From an optimization exercise on the open Yosys and OpenROAD flow, aimed at small area and a short achievable clock period; shortcuts taken in it are not production practice. The RTL was checked by simulation tests, not by an equivalence proof against the original design. No activity file was given, so power comes from the tool's default toggle rates.

==> flow/design.v <==
`timescale 1ns/1ps
module router_input_queue (
  input  logic        clk,
  input  logic        rst,
  input  logic        wr_i,
  input  logic [33:0] data_i,
  input  logic        rd_i,
  output logic [33:0] data_o,
  output logic        empty_o,
  output logic        full_o
);
  logic [33:0] mem [4];
  logic [1:0]  rd_ptr;
  logic [1:0]  wr_ptr;
  logic        empty_q;
  logic        full_q;
  logic [3:0]  rd_sel;
  logic [1:0]  used;
  logic        one_left;      
  logic        three_held;    
  logic pop;
  assign empty_o = empty_q;
  assign full_o  = full_q;
  assign pop = rd_i & ~empty_q;
  always_comb begin
    for (int j = 0; j < 4; j++) begin
      rd_sel[j] = ~empty_q & (rd_ptr == 2'(j));
    end
    data_o = empty_q ? data_i : '0;
    for (int j = 0; j < 4; j++) begin
      data_o = data_o | ({34{rd_sel[j]}} & mem[j]);
    end
  end
  assign used       = wr_ptr - rd_ptr;
  assign one_left   = (used == 2'd1);
  assign three_held = (used == 2'd3);
  logic push_rd, push_nrd;
  logic empty_rd, empty_nrd, full_rd, full_nrd;
  assign push_nrd  = wr_i & ~full_q;
  assign push_rd   = wr_i & ~full_q & ~empty_q;
  assign empty_nrd = empty_q & ~push_nrd;
  assign empty_rd  = empty_q | (one_left & ~push_rd);
  assign full_nrd  = full_q | (three_held & push_nrd);
  assign full_rd   = 1'b0;
  always_ff @(posedge clk) begin
    if (rst) begin
      rd_ptr  <= '0;
      wr_ptr  <= '0;
      empty_q <= 1'b1;
      full_q  <= 1'b0;
    end else begin
      if (pop) begin
        rd_ptr <= rd_ptr + 1'b1;
      end
      if (rd_i ? push_rd : push_nrd) begin
        wr_ptr <= wr_ptr + 1'b1;
      end
      empty_q <= rd_i ? empty_rd : empty_nrd;
      full_q  <= rd_i ? full_rd : full_nrd;
    end
  end
  always_ff @(posedge clk) begin
    if (wr_i & ~full_o) begin
      mem[wr_ptr] <= data_i;
    end
  end
endmodule
`timescale 1ns/1ps
module xy_lookahead_route (
  input  logic [5:0] position_i,
  input  logic [5:0] destination_i,
  input  logic [4:0] route_i,
  output logic [3:0] cmp_o           
);
  logic [2:0] pos_x, pos_y, dst_x, dst_y, nb_x, nb_y;
  assign pos_x = position_i[5:3];
  assign pos_y = position_i[2:0];
  assign dst_x = destination_i[5:3];
  assign dst_y = destination_i[2:0];
  always_comb begin
    nb_x = route_i[3] ? pos_x + 1'b1 : (route_i[2] ? pos_x - 1'b1 : pos_x);
    nb_y = route_i[1] ? pos_y + 1'b1 : (route_i[0] ? pos_y - 1'b1 : pos_y);
  end
  assign cmp_o = route_i[4] ? 4'b0000 : {dst_x > nb_x, dst_x < nb_x, dst_y > nb_y, dst_y < nb_y};
endmodule
`timescale 1ns/1ps
module router_input_port (
  input  logic        clk,
  input  logic        rst,
  input  logic [5:0]  position_i,
  input  logic [34:0] link_i,
  input  logic        pop_i,
  output logic [33:0] head_o,
  output logic        valid_o,
  output logic [4:0]  request_o,
  output logic        stop_o
);
  logic        empty;
  logic [33:0] front;
  logic [3:0]  next_cmp;
  router_input_queue u_router_input_queue (
    .clk     (clk),
    .rst     (rst),
    .wr_i    (~link_i[34]),
    .data_i  (link_i[33:0]),
    .rd_i    (pop_i),
    .data_o  (front),
    .empty_o (empty),
    .full_o  (stop_o)
  );
  assign valid_o = ~(empty & link_i[34]);
  xy_lookahead_route u_xy_lookahead_route (
    .position_i    (position_i),
    .destination_i (front[25:20]),
    .route_i       (front[4:0]),
    .cmp_o         (next_cmp)
  );
  assign head_o = {front[33:5], front[33] ? {1'b0, next_cmp} : front[4:0]};
  assign request_o = {5{valid_o & front[33]}} & front[4:0];
endmodule
`timescale 1ns/1ps
module router_arbiter #(
  parameter int out_port = 0
) (
  input  logic       clk,
  input  logic       rst,
  input  logic [4:0] request_i,
  input  logic       fwd_i,
  input  logic       fwd_tail_i,
  output logic [4:0] grant_o
);
  localparam int np = 5;
  logic [4:0]  last_q;    
  logic        locked_q;
  logic [4:0]  req;
  logic [4:0]  rr_grant;
  logic [24:0] ahead;     
  always_comb begin
    req = request_i;
    req[out_port] = 1'b0;
  end
  always_comb begin
    for (int j = 0; j < np; j++) begin
      for (int k = 0; k < np; k++) begin
        ahead[j*np + k] = 1'b0;
        for (int d = 0; d < np; d++) begin
          if (d < (j - k + np) % np) ahead[j*np + k] = ahead[j*np + k] | last_q[(k + d) % np];
        end
      end
    end
  end
  always_comb begin
    for (int k = 0; k < np; k++) begin
      rr_grant[k] = req[k];
      for (int j = 0; j < np; j++) begin
        if (j != k && j != out_port && k != out_port) begin
          rr_grant[k] = rr_grant[k] & ~(req[j] & ahead[j*np + k]);
        end
      end
    end
  end
  assign grant_o = locked_q ? last_q : rr_grant;
  always_ff @(posedge clk) begin
    if (rst) begin
      last_q   <= 5'b10000;
      locked_q <= 1'b0;
    end else if (fwd_i) begin
      last_q   <= grant_o;
      locked_q <= ~fwd_tail_i;
    end
  end
endmodule
`timescale 1ns/1ps
module router_output_port #(
  parameter int out_port = 0
) (
  input  logic          clk,
  input  logic          rst,
  input  logic [169:0]  heads_i,
  input  logic [4:0]    valid_i,
  input  logic [4:0]    requests_i,
  input  logic          stop_i,
  output logic [4:0]    pop_o,
  output logic [34:0]   link_o
);
  localparam int np = 5;
  logic [4:0]  grant;
  logic [33:0] xbar_flit;
  logic        xbar_valid;
  logic        fwd;
  logic        void_q;
  logic [33:0] flit_q;
  router_arbiter #(
    .out_port (out_port)
  ) u_router_arbiter (
    .clk        (clk),
    .rst        (rst),
    .request_i  (requests_i),
    .fwd_i      (fwd),
    .fwd_tail_i (xbar_flit[32]),
    .grant_o    (grant)
  );
  always_comb begin
    xbar_flit  = '0;
    xbar_valid = 1'b0;
    for (int k = 0; k < np; k++) begin
      if (k != out_port) begin
        xbar_flit  = xbar_flit | ({34{grant[k]}} & heads_i[k*34 +: 34]);
        xbar_valid = xbar_valid | (grant[k] & valid_i[k]);
      end
    end
  end
  assign fwd = xbar_valid & ~stop_i;
  always_comb begin
    for (int k = 0; k < np; k++) begin
      pop_o[k] = (k != out_port) ? (grant[k] & valid_i[k] & ~stop_i) : 1'b0;
    end
  end
  always_ff @(posedge clk) begin
    if (rst) begin
      void_q <= 1'b1;
    end else if (!stop_i) begin
      void_q <= ~xbar_valid;
    end
  end
  always_ff @(posedge clk) begin
    if (!stop_i) begin
      flit_q <= xbar_flit;
    end
  end
  logic [4:0] next_route;
  logic [3:0] c;
  assign c = flit_q[3:0];
  always_comb begin
    if (out_port == 4) begin
      next_route = 5'b10000;
    end else begin
      next_route[3] = c[3];
      next_route[2] = c[2];
      next_route[1] = ~c[3] & ~c[2] & c[1];
      next_route[0] = ~c[3] & ~c[2] & c[0];
      next_route[4] = ~(|c);
    end
  end
  assign link_o = {void_q, flit_q[33:5], flit_q[33] ? next_route : flit_q[4:0]};
endmodule
`timescale 1ns/1ps
module lookahead_router (
  input  logic         clk,
  input  logic         rst,
  input  logic [5:0]   position_i,
  input  logic [174:0] link_i,
  output logic [4:0]   stop_o,
  output logic [174:0] link_o,
  input  logic [4:0]   stop_i
);
  localparam int num_ports = 5;
  logic [169:0] heads;
  logic [4:0]   valids;
  logic [24:0]  requests;    
  logic [24:0]  req_by_out;  
  logic [24:0]  pops;        
  logic [4:0]   pop_in;
  logic [5:0]   position_q;
  always_ff @(posedge clk) begin
    position_q <= position_i;
  end
  always_comb begin
    pop_in = '0;
    for (int o = 0; o < num_ports; o++) begin
      pop_in = pop_in | pops[o*5 +: 5];
    end
    for (int o = 0; o < num_ports; o++) begin
      for (int i = 0; i < num_ports; i++) begin
        req_by_out[o*5 + i] = requests[i*5 + o];
      end
    end
  end
  for (genvar i = 0; i < num_ports; i++) begin : g_input
    router_input_port u_router_input_port (
      .clk       (clk),
      .rst       (rst),
      .position_i (position_q),
      .link_i    (link_i[i*35 +: 35]),
      .pop_i     (pop_in[i]),
      .head_o    (heads[i*34 +: 34]),
      .valid_o   (valids[i]),
      .request_o (requests[i*5 +: 5]),
      .stop_o    (stop_o[i])
    );
  end
  for (genvar o = 0; o < num_ports; o++) begin : g_output
    router_output_port #(
      .out_port (o)
    ) u_router_output_port (
      .clk        (clk),
      .rst        (rst),
      .heads_i    (heads),
      .valid_i    (valids),
      .requests_i (req_by_out[o*5 +: 5]),
      .stop_i     (stop_i[o]),
      .pop_o      (pops[o*5 +: 5]),
      .link_o     (link_o[o*35 +: 35])
    );
  end
endmodule
==> flow/config.mk <==
export PLATFORM = sky130hd
export DESIGN_NAME = lookahead_router
export DESIGN_NICKNAME = lookahead_router
export VERILOG_FILES = /design/flow/design.v
export SDC_FILE = /design/flow/constraint.sdc
export NUM_CORES = 4
export LEC_CHECK = 0
export CAP_MARGIN = 30
export CORE_MARGIN = 2
export CORE_UTILIZATION = 40
export SETUP_SLACK_MARGIN = 5
export SLEW_MARGIN = 40
==> flow/constraint.sdc <==
create_clock -name core_clock -period 9.0 [get_ports {clk}]
set_input_delay 1.8000 -clock core_clock [delete_from_list [all_inputs] [get_ports {clk}]]
set_output_delay 1.8000 -clock core_clock [all_outputs]
set_load 0.01 [all_outputs]
standard.sh (not shown) runs the stock make flow with config.mk's settings and CLKGATE_MAP_FILE= SYNTH_SCRIPT=/design/flow/synth_recipe.tcl, a recipe that flattens the netlist after the stock synthesis.
==> flow/flow/run.sh <==
#!/bin/bash
# Standard ORFS layout with plain buffers on the ports (one per port, as the
# standard flow does), a tighter setup target for the resizer and a clock
# tree built from smaller buffers without dummy loads.
set -euo pipefail
bash standard.sh \
  BUFFER_PORTS_ARGS="-buffer_cell sky130_fd_sc_hd__buf_1" \
  SLEW_MARGIN=40 CAP_MARGIN=30 \
  SETUP_SLACK_MARGIN=5.25 \
  CTS_ARGS="-sink_clustering_enable -repair_clock_nets -dont_use_dummy_load -buf_list sky130_fd_sc_hd__clkbuf_8 -sink_clustering_size 12 -sink_clustering_max_diameter 45" \
  finish > flow_make.log 2>&1
Then changed:
--- a/flow/design.v
+++ b/flow/design.v
@@ -70,8 +70,13 @@
   input  logic [5:0] position_i,
   input  logic [5:0] destination_i,
   input  logic [4:0] route_i,
-  output logic [3:0] cmp_o           
+  output logic [4:0] next_route_o
 );
+  localparam logic [4:0] go_north = 5'b00001;
+  localparam logic [4:0] go_south = 5'b00010;
+  localparam logic [4:0] go_west  = 5'b00100;
+  localparam logic [4:0] go_east  = 5'b01000;
+  localparam logic [4:0] go_local = 5'b10000;
   logic [2:0] pos_x, pos_y, dst_x, dst_y, nb_x, nb_y;
   assign pos_x = position_i[5:3];
   assign pos_y = position_i[2:0];
@@ -81,7 +86,21 @@
     nb_x = route_i[3] ? pos_x + 1'b1 : (route_i[2] ? pos_x - 1'b1 : pos_x);
     nb_y = route_i[1] ? pos_y + 1'b1 : (route_i[0] ? pos_y - 1'b1 : pos_y);
   end
-  assign cmp_o = route_i[4] ? 4'b0000 : {dst_x > nb_x, dst_x < nb_x, dst_y > nb_y, dst_y < nb_y};
+  always_comb begin
+    if (route_i[4]) begin
+      next_route_o = go_local;
+    end else if (dst_x > nb_x) begin
+      next_route_o = go_east;
+    end else if (dst_x < nb_x) begin
+      next_route_o = go_west;
+    end else if (dst_y > nb_y) begin
+      next_route_o = go_south;
+    end else if (dst_y < nb_y) begin
+      next_route_o = go_north;
+    end else begin
+      next_route_o = go_local;
+    end
+  end
 endmodule
 `timescale 1ns/1ps
 module router_input_port (
@@ -97,7 +116,7 @@
 );
   logic        empty;
   logic [33:0] front;
-  logic [3:0]  next_cmp;
+  logic [4:0]  next_route;
   router_input_queue u_router_input_queue (
     .clk     (clk),
     .rst     (rst),
@@ -113,9 +132,9 @@
     .position_i    (position_i),
     .destination_i (front[25:20]),
     .route_i       (front[4:0]),
-    .cmp_o         (next_cmp)
+    .next_route_o  (next_route)
   );
-  assign head_o = {front[33:5], front[33] ? {1'b0, next_cmp} : front[4:0]};
+  assign head_o = {front[33:5], front[33] ? next_route : front[4:0]};
   assign request_o = {5{valid_o & front[33]}} & front[4:0];
 endmodule
 `timescale 1ns/1ps
@@ -228,21 +247,7 @@
       flit_q <= xbar_flit;
     end
   end
-  logic [4:0] next_route;
-  logic [3:0] c;
-  assign c = flit_q[3:0];
-  always_comb begin
-    if (out_port == 4) begin
-      next_route = 5'b10000;
-    end else begin
-      next_route[3] = c[3];
-      next_route[2] = c[2];
-      next_route[1] = ~c[3] & ~c[2] & c[1];
-      next_route[0] = ~c[3] & ~c[2] & c[0];
-      next_route[4] = ~(|c);
-    end
-  end
-  assign link_o = {void_q, flit_q[33:5], flit_q[33] ? next_route : flit_q[4:0]};
+  assign link_o = {void_q, flit_q};
 endmodule
 `timescale 1ns/1ps
 module lookahead_router (
Result:
- worst setup slack loses 0.027 ns
- cell count falls by a few percent
- sequential share of layout area went down by 1.3 points
- combinational power grows by roughly a tenth
- wire length is higher by a few percent
- power grows by a few percent
- clock power barely changes
- non-clock buffer count is higher by 52
- synthesized area fell by a few percent
- worst hold slack stays flat

## what the ideal ports hide
How much do the figures lean on ideal ports? The routed layouts below were timed once more, with nothing changed but the port constraints. Step 1: set_driving_cell puts a clkbuf_16 on clk and a buf_2 on each other input, an assumption about the parent block. Step 2 moves the port delays by t, midway between the first and last clock arrival at a register: inputs arrive t later, outputs are due t later. That takes back most of the time a late clock gives input paths. a / b / c = ideal ports / drivers / drivers and shift; a / b = the first two.
run | shift t [ns] | setup WS [ns] | slew at the worst register clock pin (ns)
the first run | 0.829 | 5.248 / 5.225 / 4.414 | 0.09 / 0.09
the second run | 0.841 | 5.221 / 5.155 / 4.314 | 0.08 / 0.08
After both steps every run listed still meets setup and hold. For the second run, which loses most, drivers alone change the setup slack by -0.066 ns; drivers and shift together by -0.907 ns.
